This is an optimization exercise on Yosys and OpenROAD, whose aim is small area, not a production implementation.
In this exercise RTL edits were held to simulation tests only and were not proved equivalent to the original.
Power figures rest on the tool's default switching activity, not on a simulated workload.

==> flow/design.v <==
package axi_rt_pkg;
    localparam int unsigned BudgetWidth = 32;
    localparam int unsigned PeriodWidth = 32;
    localparam int unsigned BeatsWidth  = 9;
    localparam int unsigned OvrWidth    = 8;
    typedef logic [BudgetWidth-1:0] budget_t;
    typedef logic [PeriodWidth-1:0] period_t;
    typedef logic [BeatsWidth-1:0]  beats_t;
    typedef logic [OvrWidth-1:0]    ovr_t;
    typedef struct packed {
        budget_t budget;
        period_t period;
    } rt_cfg_t;
    function automatic budget_t sat_sub(budget_t a, beats_t b);
        budget_t bz;
        bz = budget_t'(b);
        sat_sub = (a > bz) ? a - bz : '0;
    endfunction
endpackage
module axi_rt_budget_cnt
(
    input  logic    clk_i,
    input  logic    rst_ni,
    input  logic    enable_i,
    input  axi_rt_pkg::rt_cfg_t shadow_i,
    input  logic    commit_i,
    input  logic    zero_i,
    input  logic    req_i,
    input  logic    ovr_clear_i,
    input  logic    ge_i,
    input  axi_rt_pkg::beats_t  lo_diff_i,
    input  logic    lo_borrow_i,
    output logic    sub_a_hi_zero_o,
    output logic    restricted_o,
    output logic    budget_hi_nz_o,
    output axi_rt_pkg::beats_t  sub_a_lo_o,
    output axi_rt_pkg::budget_t budget_left_o,
    output axi_rt_pkg::period_t period_left_o,
    output axi_rt_pkg::ovr_t    overrun_o,
    output logic    pending_o,
    output logic    ovr_evt_o
);
    localparam int unsigned BW = axi_rt_pkg::BudgetWidth;
    localparam int unsigned PW = axi_rt_pkg::PeriodWidth;
    localparam int unsigned NW = axi_rt_pkg::BeatsWidth;
    axi_rt_pkg::rt_cfg_t cfg_q;
    logic [BW-1:0] budget_q, budget_d, sub_a, sub_d;
    logic [PW-1:0] period_q, period_d, dec;
    axi_rt_pkg::ovr_t    ovr_q, ovr_d;
    logic [BW-NW:0] uz;
    logic           b9;
    logic [PW:0]    pz;
    logic    pending_q, pending_d, stall_q, stall_d;
    logic    nz, one, restricted, ge, accept, stall, wrap, reload, ld, run, ovr_evt;
    assign pz[0] = 1'b1;
    for (genvar i = 0; i < PW; i++) begin : g_dec
        assign pz[i+1] = pz[i] & ~period_q[i];
        assign dec[i]  = period_q[i] ^ pz[i];
    end
    assign nz  = |period_q;
    assign one = period_q[0] && (period_q[PW-1:1] == '0);
    assign restricted = enable_i && nz;
    assign restricted_o   = restricted;
    assign budget_hi_nz_o = |budget_q[BW-1:NW];
    assign ge             = ge_i;
    assign accept     = req_i && restricted && ge;
    assign stall      = req_i && restricted && !ge;
    assign wrap       = enable_i && one;
    assign run        = restricted && !one;
    assign reload     = !run;
    assign ld         = reload && !(zero_i && !pending_q);
    assign ovr_evt    = wrap && (stall_q || stall);
    assign sub_a = ld ? cfg_q.budget : budget_q;
    assign sub_a_lo_o = sub_a[NW-1:0];
    assign sub_d[NW-1:0] = accept ? lo_diff_i : sub_a[NW-1:0];
    assign b9    = accept && lo_borrow_i;
    assign uz[0] = 1'b1;
    for (genvar i = 0; i < BW-NW; i++) begin : g_sub
        assign uz[i+1]     = uz[i] & ~sub_a[NW+i];
        assign sub_d[NW+i] = sub_a[NW+i] ^ (b9 & uz[i]);
    end
    assign sub_a_hi_zero_o = uz[BW-NW];
    assign budget_d = sub_d;
    assign period_d  = ({PW{run}} & dec) | ({PW{ld}} & cfg_q.period);
    assign pending_d = commit_i || (pending_q && run);
    assign stall_d   = run && (stall_q || stall);
    always_comb begin
        if (ovr_clear_i)                  ovr_d = '0;
        else if (ovr_evt && ovr_q != '1)  ovr_d = ovr_q + axi_rt_pkg::ovr_t'(1);
        else                              ovr_d = ovr_q;
    end
    always_ff @(posedge clk_i) begin
        if (commit_i) cfg_q <= shadow_i;
    end
    always_ff @(posedge clk_i or negedge rst_ni) begin
        if (!rst_ni) begin
            pending_q <= 1'b0;
            budget_q  <= '0;
            period_q  <= '0;
            stall_q   <= 1'b0;
            ovr_q     <= '0;
        end else begin
            pending_q <= pending_d;
            budget_q  <= budget_d;
            period_q  <= period_d;
            stall_q   <= stall_d;
            ovr_q     <= ovr_d;
        end
    end
    assign budget_left_o = budget_q;
    assign period_left_o = period_q;
    assign overrun_o     = ovr_q;
    assign pending_o     = pending_q;
    assign ovr_evt_o     = ovr_evt;
endmodule
module axi_rt_budget_ctrl
#(
    parameter int unsigned NumChannels = 2,
    parameter int unsigned NumRegions  = 4,
    localparam int unsigned RegW = (NumRegions > 1) ? $clog2(NumRegions) : 1,
    localparam int unsigned NCR  = NumChannels * NumRegions
) (
    input  logic                        clk_i,
    input  logic                        rst_ni,
    input  logic [NCR-1:0]              enable_i,
    input  logic [NCR*axi_rt_pkg::BudgetWidth-1:0]  cfg_budget_i,
    input  logic [NCR*axi_rt_pkg::PeriodWidth-1:0]  cfg_period_i,
    input  logic                        cfg_commit_i,
    output logic                        cfg_pending_o,
    input  logic [NumChannels-1:0]      req_valid_i,
    input  logic [NumChannels*RegW-1:0] req_region_i,
    input  logic [NumChannels*axi_rt_pkg::BeatsWidth-1:0] req_beats_i,
    output logic [NumChannels-1:0]      req_ready_o,
    output logic [NCR*axi_rt_pkg::BudgetWidth-1:0]  budget_left_o,
    output logic [NCR*axi_rt_pkg::PeriodWidth-1:0]  period_left_o,
    output logic [NCR*axi_rt_pkg::OvrWidth-1:0]     overrun_o,
    input  logic                        ovr_clear_i,
    output logic                        irq_o
);
    logic [NCR-1:0] pend, evt;
    logic zero_q, irq_q;
    always_ff @(posedge clk_i or negedge rst_ni) begin
        if (!rst_ni) begin
            zero_q <= 1'b1;
            irq_q  <= 1'b0;
        end else begin
            zero_q <= zero_q && !pend[0];
            irq_q  <= |evt;
        end
    end
    localparam int unsigned NW = axi_rt_pkg::BeatsWidth;
    for (genvar c = 0; c < NumChannels; c++) begin : g_ch
        logic [RegW-1:0] region;
        logic [NW-1:0]   beats, bq_sel, a_sel, diff;
        logic [NW:0]     gb, lb;
        logic [NumRegions-1:0] restr, hi_nz, a_hz;
        logic [NW-1:0]   lo_res;
        logic            a_hz_sel, sat, lo_bu;
        logic [NumRegions*NW-1:0] a_lo;
        logic            restr_sel, hi_nz_sel, ge;
        assign region = req_region_i[c*RegW +: RegW];
        assign beats  = req_beats_i[c*NW +: NW];
        always_comb begin
            restr_sel = 1'b0;
            hi_nz_sel = 1'b0;
            bq_sel    = '0;
            a_sel     = '0;
            a_hz_sel  = 1'b0;
            for (int r = 0; r < NumRegions; r++)
                if (region == RegW'(r)) begin
                    restr_sel = restr[r];
                    hi_nz_sel = hi_nz[r];
                    bq_sel    = budget_left_o[(c*NumRegions + r)*axi_rt_pkg::BudgetWidth +: NW];
                    a_sel     = a_lo[r*NW +: NW];
                    a_hz_sel  = a_hz[r];
                end
        end
        assign gb[0] = 1'b0;
        for (genvar i = 0; i < NW; i++) begin : g_ge
            assign gb[i+1] = (!bq_sel[i] && beats[i]) || (!bq_sel[i] && gb[i]) || (beats[i] && gb[i]);
        end
        assign ge = hi_nz_sel || !gb[NW];
        assign req_ready_o[c] = !restr_sel || ge;
        assign lb[0] = 1'b0;
        for (genvar i = 0; i < NW; i++) begin : g_lo
            assign diff[i]  = a_sel[i] ^ beats[i] ^ lb[i];
            assign lb[i+1]  = (!a_sel[i] && beats[i]) || (!a_sel[i] && lb[i]) || (beats[i] && lb[i]);
        end
        assign sat    = lb[NW] && a_hz_sel;
        assign lo_res = sat ? '0 : diff;
        assign lo_bu  = lb[NW] && !a_hz_sel;
        for (genvar r = 0; r < NumRegions; r++) begin : g_rg
            localparam int unsigned I = c*NumRegions + r;
            axi_rt_pkg::rt_cfg_t shadow;
            assign shadow.budget = cfg_budget_i[I*axi_rt_pkg::BudgetWidth +: axi_rt_pkg::BudgetWidth];
            assign shadow.period = cfg_period_i[I*axi_rt_pkg::PeriodWidth +: axi_rt_pkg::PeriodWidth];
            axi_rt_budget_cnt u_cnt (
                .clk_i         (clk_i),
                .rst_ni        (rst_ni),
                .enable_i      (enable_i[I]),
                .shadow_i      (shadow),
                .commit_i      (cfg_commit_i),
                .zero_i        (zero_q),
                .req_i         (req_valid_i[c] && (region == RegW'(r))),
                .ovr_clear_i   (ovr_clear_i),
                .ge_i          (ge),
                .lo_diff_i     (lo_res),
                .lo_borrow_i   (lo_bu),
                .sub_a_hi_zero_o(a_hz[r]),
                .restricted_o  (restr[r]),
                .budget_hi_nz_o(hi_nz[r]),
                .sub_a_lo_o    (a_lo[r*NW +: NW]),
                .budget_left_o (budget_left_o[I*axi_rt_pkg::BudgetWidth +: axi_rt_pkg::BudgetWidth]),
                .period_left_o (period_left_o[I*axi_rt_pkg::PeriodWidth +: axi_rt_pkg::PeriodWidth]),
                .overrun_o     (overrun_o[I*axi_rt_pkg::OvrWidth +: axi_rt_pkg::OvrWidth]),
                .pending_o     (pend[I]),
                .ovr_evt_o     (evt[I])
            );
        end
    end
    assign cfg_pending_o = |pend;
    assign irq_o         = irq_q;
endmodule
clock: 10.0 ns
lec_check: 0
cap_margin: 20
core_area: 2.3 2.72 197.7 577.3
die_area: 0 0 200 580
gpl_timing_driven: 0
slew_margin: 20
standard.sh (not shown) runs the stock make flow with config.mk's settings and CLKGATE_MAP_FILE= SYNTH_SCRIPT=/design/flow/synth_recipe.tcl, a recipe that flattens the netlist after the stock synthesis.
==> flow/flow/run.sh <==
#!/bin/bash
# Own layout flow: the standard ORFS flow with these changes.
#  1. Synthesis is synth_recipe.tcl unchanged except that the final ABC
#     technology mapping uses flow/abc_map.script (area-oriented mapping).
#     Registers, their names and cell types are untouched (dfflibmap runs
#     before ABC).
#  2. Port buffers use the smallest buffer (buf_1) instead of the default.
#  3. Any extra make variables listed one per line in flow/extra.mk
#     (here: no full-adder extraction before ABC, and clock tree settings:
#     smaller clock buffers, no dummy loads).
# Each tool's full output goes to the ORFS logs under orfs/logs and the
# make output to make_*.log in this folder.
set -euo pipefail
W=$(pwd)
{
  echo "set ::own_abc_script $W/flow/abc_map.script"
  cat <<'TCL'
proc abc {args} {
  set i [lsearch -exact $args -script]
  if { $i >= 0 } { lset args [expr { $i + 1 }] $::own_abc_script }
  yosys abc {*}$args
}
TCL
  cat "$W/synth_recipe.tcl"
} > "$W/own_synth.tcl"

EXTRA=(SYNTH_SCRIPT="$W/own_synth.tcl" "BUFFER_PORTS_ARGS=-buffer_cell sky130_fd_sc_hd__buf_1")
if [[ -f "$W/flow/extra.mk" ]]; then
  while IFS= read -r line; do [[ -n "$line" ]] && EXTRA+=("$line"); done < "$W/flow/extra.mk"
fi
bash "$W/standard.sh" "${EXTRA[@]}" finish > "$W/make_finish.log" 2>&1
==> flow/flow/abc_map.script <==
&get -n
&st
&dch
&nf -R 1000
&put
strash
&get -n
&st
&dch -f
&nf -R 1000
&put
==> flow/flow/extra.mk <==
ADDER_MAP_FILE=
CTS_ARGS=-sink_clustering_enable -repair_clock_nets -dont_use_dummy_load -buf_list sky130_fd_sc_hd__clkbuf_8 -sink_clustering_size 12 -sink_clustering_max_diameter 50
The first run passed the timing, design-rule and antenna checks.
Rerun with:
- GPL_TIMING_DRIVEN: 0 -> default
=> Clock power is about the same; global-route usage hardly moves; final area went down by 2.4%.

port drivers added, routing unchanged:
Ports are ideal in the flow. The routed layouts listed here were re-timed in OpenROAD. Step 1: set_driving_cell puts a clkbuf_16 on clk_i and a buf_2 on each other input, an assumption about the parent block. Step 2, shift: input delay + t, output delay - t, t = (earliest + latest rising clock arrival at the registers) / 2. This alone moves slack from input paths to output paths. a / b / c = no drivers / after step 1 / after step 2; a / b = the first two.
run	shift t [ns]	setup WS [ns]	clock arrival spread, ns
the first run	0.875	0.431 / 0.431 / 0.431	0.065 / 0.065
the second run	0.840	1.323 / 1.323 / 1.323	0.080 / 0.081
After both steps setup and hold are still met in every run listed.
